What follows belongs to an exercise in optimizing a design on an open flow for a short achievable clock period and few clock cycles; a production flow would make more cautious choices. Function was checked by simulation only, so behaviour that the tests miss may differ from the original. Power and IR drop assume default switching activity.

==> flow/design.v <==
`default_nettype none
package isaPkg;
	typedef logic [15:0] word_t;
	typedef logic [3:0] regAddr_t;
	typedef logic [1:0] regPrefix_t;
	typedef enum logic [3:0] {
		opLw   = 4'b0001,
		opSw   = 4'b0010,
		opJmp  = 4'b0011,
		opBeq  = 4'b0100,
		opBnq  = 4'b0101,
		opAdd  = 4'b1000,
		opAddi = 4'b1001,
		opNand = 4'b1011,
		opSub  = 4'b1100,
		opOr   = 4'b1111
	} opcode_t;
	localparam regPrefix_t baseRegPrefix = 2'b10;
	localparam regPrefix_t dataRegPrefix = 2'b11;
	typedef struct packed {
		opcode_t opcode;
		regAddr_t rs1;
		regAddr_t rs2;
		regAddr_t rd;
		regAddr_t baseReg;
		regAddr_t memReg;
		word_t simm8;
		word_t memOffset;
		word_t jumpOffset;
	} instrFields_t;
endpackage
`default_nettype wire
`default_nettype none
package ctrlPkg;
	typedef enum logic [1:0] {
		aluAdd,
		aluSub,
		aluNand,
		aluOr
	} aluOp_t;
	typedef enum logic [1:0] {
		srcPc,
		srcRs1,
		srcRd,
		srcBase
	} srcA_t;
	typedef enum logic [2:0] {
		srcRs2,
		srcOne,
		srcSimm8,
		srcMemOffset,
		srcJumpOffset
	} srcB_t;
	typedef struct packed {
		aluOp_t aluOp;
		srcA_t srcA;
		srcB_t srcB;
		logic pcWrite;
		logic pcFromReg;
		logic branchEq;
		logic branchNe;
		logic irWrite;
		logic regWrite;
		logic regDstRd;
		logic memToReg;
		logic memRead;
		logic memWrite;
	} ctrlSig_t;
	localparam ctrlSig_t ctrlIdle = '0;
endpackage
`default_nettype wire
`timescale 1ns/100ps
`default_nettype none
module cpuTop #(
	parameter isaPkg::word_t resetPc = '0
) (
	input wire clk,
	input wire rst,
	input wire isaPkg::word_t instr,
	output isaPkg::word_t instrAddr,
	output isaPkg::word_t dataAddr,
	output isaPkg::word_t dataWrData,
	output logic dataWrite,
	output logic dataRead,
	input wire isaPkg::word_t dataRdData
);
	logic [15:0] pcF;
	logic [15:0] irD;
	logic [15:0] pcD1;
	logic vD;
	logic [15:0] regs [1:15];
	logic [15:0] rv [16];
	logic weE;
	logic [3:0] wE;
	logic lwE;
	logic [1:0] aluOpE;
	logic [15:0] opAE;
	logic [15:0] opBE;
	logic fAE;
	logic fBE;
	logic [15:0] resR;
	logic [15:0] addrE;
	logic [15:0] wdataE;
	logic rdE;
	logic wrE;
	assign instrAddr = pcF;
	assign dataAddr = addrE;
	assign dataWrData = wdataE;
	assign dataRead = rdE;
	assign dataWrite = wrE;
	logic [15:0] opA;
	logic [15:0] opB;
	logic [15:0] alu;
	logic [15:0] resE;
	assign opA = fAE ? resR : opAE;
	assign opB = fBE ? resR : opBE;
	always_comb begin
		case (aluOpE)
			2'd1: alu = opA - opB;
			2'd2: alu = ~(opA & opB);
			2'd3: alu = opA | opB;
			default: alu = opA + opB;
		endcase
	end
	assign resE = lwE ? dataRdData : alu;
	logic [3:0] opD;
	logic [3:0] rdD;
	logic [3:0] rs1D;
	logic [3:0] rs2D;
	logic [3:0] baseD;
	logic [3:0] memD;
	logic isLw, isSw, isJmp, isBeq, isBnq, isAddi, isAluR;
	logic [15:0] vRs1, vRs2, vRd, vBase, vMem;
	logic [15:0] simm8;
	logic [15:0] memOff;
	logic [15:0] jmpTgt;
	logic [15:0] brTgt;
	logic [15:0] memAddr;
	logic [15:0] memData;
	logic fwdRd;
	logic eq;
	logic stall;
	logic taken;
	logic redirect;
	logic [15:0] target;
	logic wrD;
	logic [3:0] wD;
	logic [1:0] aluOpD;
	assign opD = irD[15:12];
	assign rdD = irD[11:8];
	assign rs1D = irD[7:4];
	assign rs2D = irD[3:0];
	assign baseD = {2'b10, irD[9:8]};
	assign memD = {2'b11, irD[11:10]};
	assign isLw = (opD == 4'b0001);
	assign isSw = (opD == 4'b0010);
	assign isJmp = (opD == 4'b0011);
	assign isBeq = (opD == 4'b0100);
	assign isBnq = (opD == 4'b0101);
	assign isAddi = (opD == 4'b1001);
	assign isAluR = (opD == 4'b1000) || (opD == 4'b1011) || (opD == 4'b1100) || (opD == 4'b1111);
	always_comb begin
		rv[0] = '0;
		for (int i = 1; i < 16; i++) begin
			rv[i] = regs[i];
		end
	end
	assign vRs1 = rv[rs1D];
	assign vRs2 = rv[rs2D];
	assign vRd = rv[rdD];
	assign vBase = rv[baseD];
	assign vMem = rv[memD];
	assign simm8 = {{8{irD[7]}}, irD[7:0]};
	assign memOff = {{7{irD[7]}}, irD[7:0], 1'b0};
	assign jmpTgt = pcD1 + {{4{irD[11]}}, irD[11:0]};
	assign memAddr = vBase + memOff;
	assign fwdRd = weE && (wE == rdD);
	assign brTgt = fwdRd ? resE : vRd;
	assign memData = (weE && (wE == memD)) ? resE : vMem;
	assign eq = (vRs1 == vRs2);
	assign stall = vD && weE && (
		((isLw || isSw) && (wE == baseD)) ||
		((isBeq || isBnq) && ((wE == rs1D) || (wE == rs2D))));
	assign taken = vD && !stall && ((isBeq && eq) || (isBnq && !eq));
	assign redirect = taken || (vD && isJmp);
	assign target = taken ? brTgt : jmpTgt;
	always_comb begin
		wrD = 1'b0;
		wD = rdD;
		if (isLw) begin
			wrD = 1'b1;
			wD = memD;
		end else if ((isAluR || isAddi) && (rdD != 4'd0)) begin
			wrD = 1'b1;
		end
		case (opD)
			4'b1011: aluOpD = 2'd2;
			4'b1100: aluOpD = 2'd1;
			4'b1111: aluOpD = 2'd3;
			default: aluOpD = 2'd0;
		endcase
	end
	always_ff @(posedge clk or posedge rst) begin
		if (rst) begin
			pcF <= resetPc;
			vD <= 1'b0;
			weE <= 1'b0;
			rdE <= 1'b0;
			wrE <= 1'b0;
		end else begin
			if (!stall) begin
				if (redirect) begin
					pcF <= target;
					vD <= 1'b0;
				end else begin
					pcF <= pcF + 16'd1;
					vD <= 1'b1;
				end
			end
			weE <= vD && !stall && wrD;
			rdE <= vD && !stall && isLw;
			wrE <= vD && !stall && isSw;
		end
	end
	always_ff @(posedge clk) begin
		if (!stall) begin
			irD <= instr;
			pcD1 <= pcF + 16'd1;
		end
		wE <= wD;
		lwE <= isLw;
		aluOpE <= aluOpD;
		opAE <= isAddi ? vRd : vRs1;
		opBE <= isAddi ? simm8 : vRs2;
		fAE <= weE && (wE == (isAddi ? rdD : rs1D));
		fBE <= weE && !isAddi && (wE == rs2D);
		resR <= resE;
		addrE <= memAddr;
		wdataE <= memData;
	end
	always_ff @(posedge clk or posedge rst) begin
		if (rst) begin
			for (int i = 1; i < 16; i++) begin
				regs[i] <= '0;
			end
		end else if (weE) begin
			regs[wE] <= resE;
		end
	end
endmodule
`default_nettype wire
==> flow/config.mk <==
export PLATFORM = sky130hd
export DESIGN_NAME = cpuTop
export DESIGN_NICKNAME = cpuTop
export VERILOG_FILES = /design/flow/design.v
export SDC_FILE = /design/flow/constraint.sdc
export NUM_CORES = 4
export LEC_CHECK = 0
export CAP_MARGIN = 20
export CORE_MARGIN = 2
export CORE_UTILIZATION = 40
export SLEW_MARGIN = 20
==> flow/constraint.sdc <==
create_clock -name core_clock -period 10.0 [get_ports {clk}]
set_input_delay 2.0000 -clock core_clock [delete_from_list [all_inputs] [get_ports {clk}]]
set_output_delay 2.0000 -clock core_clock [all_outputs]
set_load 0.01 [all_outputs]
run.sh (not shown) runs the stock make flow with config.mk's settings and CLKGATE_MAP_FILE= SYNTH_SCRIPT=/design/flow/synth_recipe.tcl, a recipe that flattens the netlist after the stock synthesis.
The baseline finished clean.
Testbench counts at the start, summed over its fixed seeds: cycles 108,629.
Rerun with:
==> flow/flow/run.sh (new file) <==
#!/bin/bash
set -euo pipefail
bash standard.sh SETUP_SLACK_MARGIN=7 finish > standard_flow.log 2>&1
==> flow/standard.sh (new file) <==
#!/bin/bash
# synth_recipe.tcl (not shown) runs the flow's synth.tcl, then flattens the netlist and writes it again
# the make line also repeats each setting of config.mk as NAME=value (left out here)
make -C /OpenROAD-flow-scripts/flow DESIGN_CONFIG=/design/flow/config.mk WORK_HOME=/design/flow/orfs CLKGATE_MAP_FILE= SYNTH_SCRIPT=/design/flow/synth_recipe.tcl "${@:-finish}"
--- a/flow/config.mk
+++ b/flow/config.mk
@@ -6,6 +6,9 @@
 export NUM_CORES = 4
 export LEC_CHECK = 0
+export ABC_CLOCK_PERIOD_IN_PS = 2500
 export CAP_MARGIN = 20
 export CORE_MARGIN = 2
 export CORE_UTILIZATION = 40
+export SETUP_SLACK_MARGIN = 5
 export SLEW_MARGIN = 20
+export TNS_END_PERCENT = 100
removed: flow/run.sh
- area after synthesis does not change
- count of clock-buffer cells in the layout shrinks by 8
- first-iteration DRC count increases by 10%
- setup slack is better by 1300 ps
- sequential share of layout area came out lower by 4.8 points
- routed wire length grows by 9.7%
- utilization rose by 7.7 points
- power grows by 26%
- cell count climbs by 6.8%
- via count rises by 8.1%
- clock power climbs by about 9%

what the ideal ports hide:
The flow's constraints put no driver on any port. The routed layouts listed below were extracted and timed again, unchanged, in two steps. Step 1, drivers: a clkbuf_16 drives clk and a buf_2 each remaining input, both assumed. Step 2 also shifts input and output timing later by t, the mid clock arrival at the registers, as if the neighbouring blocks saw the same clock. Slacks: ideal ports / drivers / drivers and shift; pairs: ideal ports / drivers.
| run | shift t [ns] | setup slack, ns | hold WS [ns] | clock arrival spread, ns |
|---|---|---|---|---|
| the first run | 0.654 | 4.891 / 4.891 / 4.891 | 0.533 / 0.533 / 0.533 | 0.048 / 0.048 |
| the second run | 0.679 | 6.215 / 6.215 / 6.080 | 0.533 / 0.533 / 0.533 | 0.039 / 0.039 |
After both steps setup and hold are still met in every run listed. For the second run, which loses most, drivers alone change the setup slack by 0.000 ns; drivers and shift together by -0.135 ns.
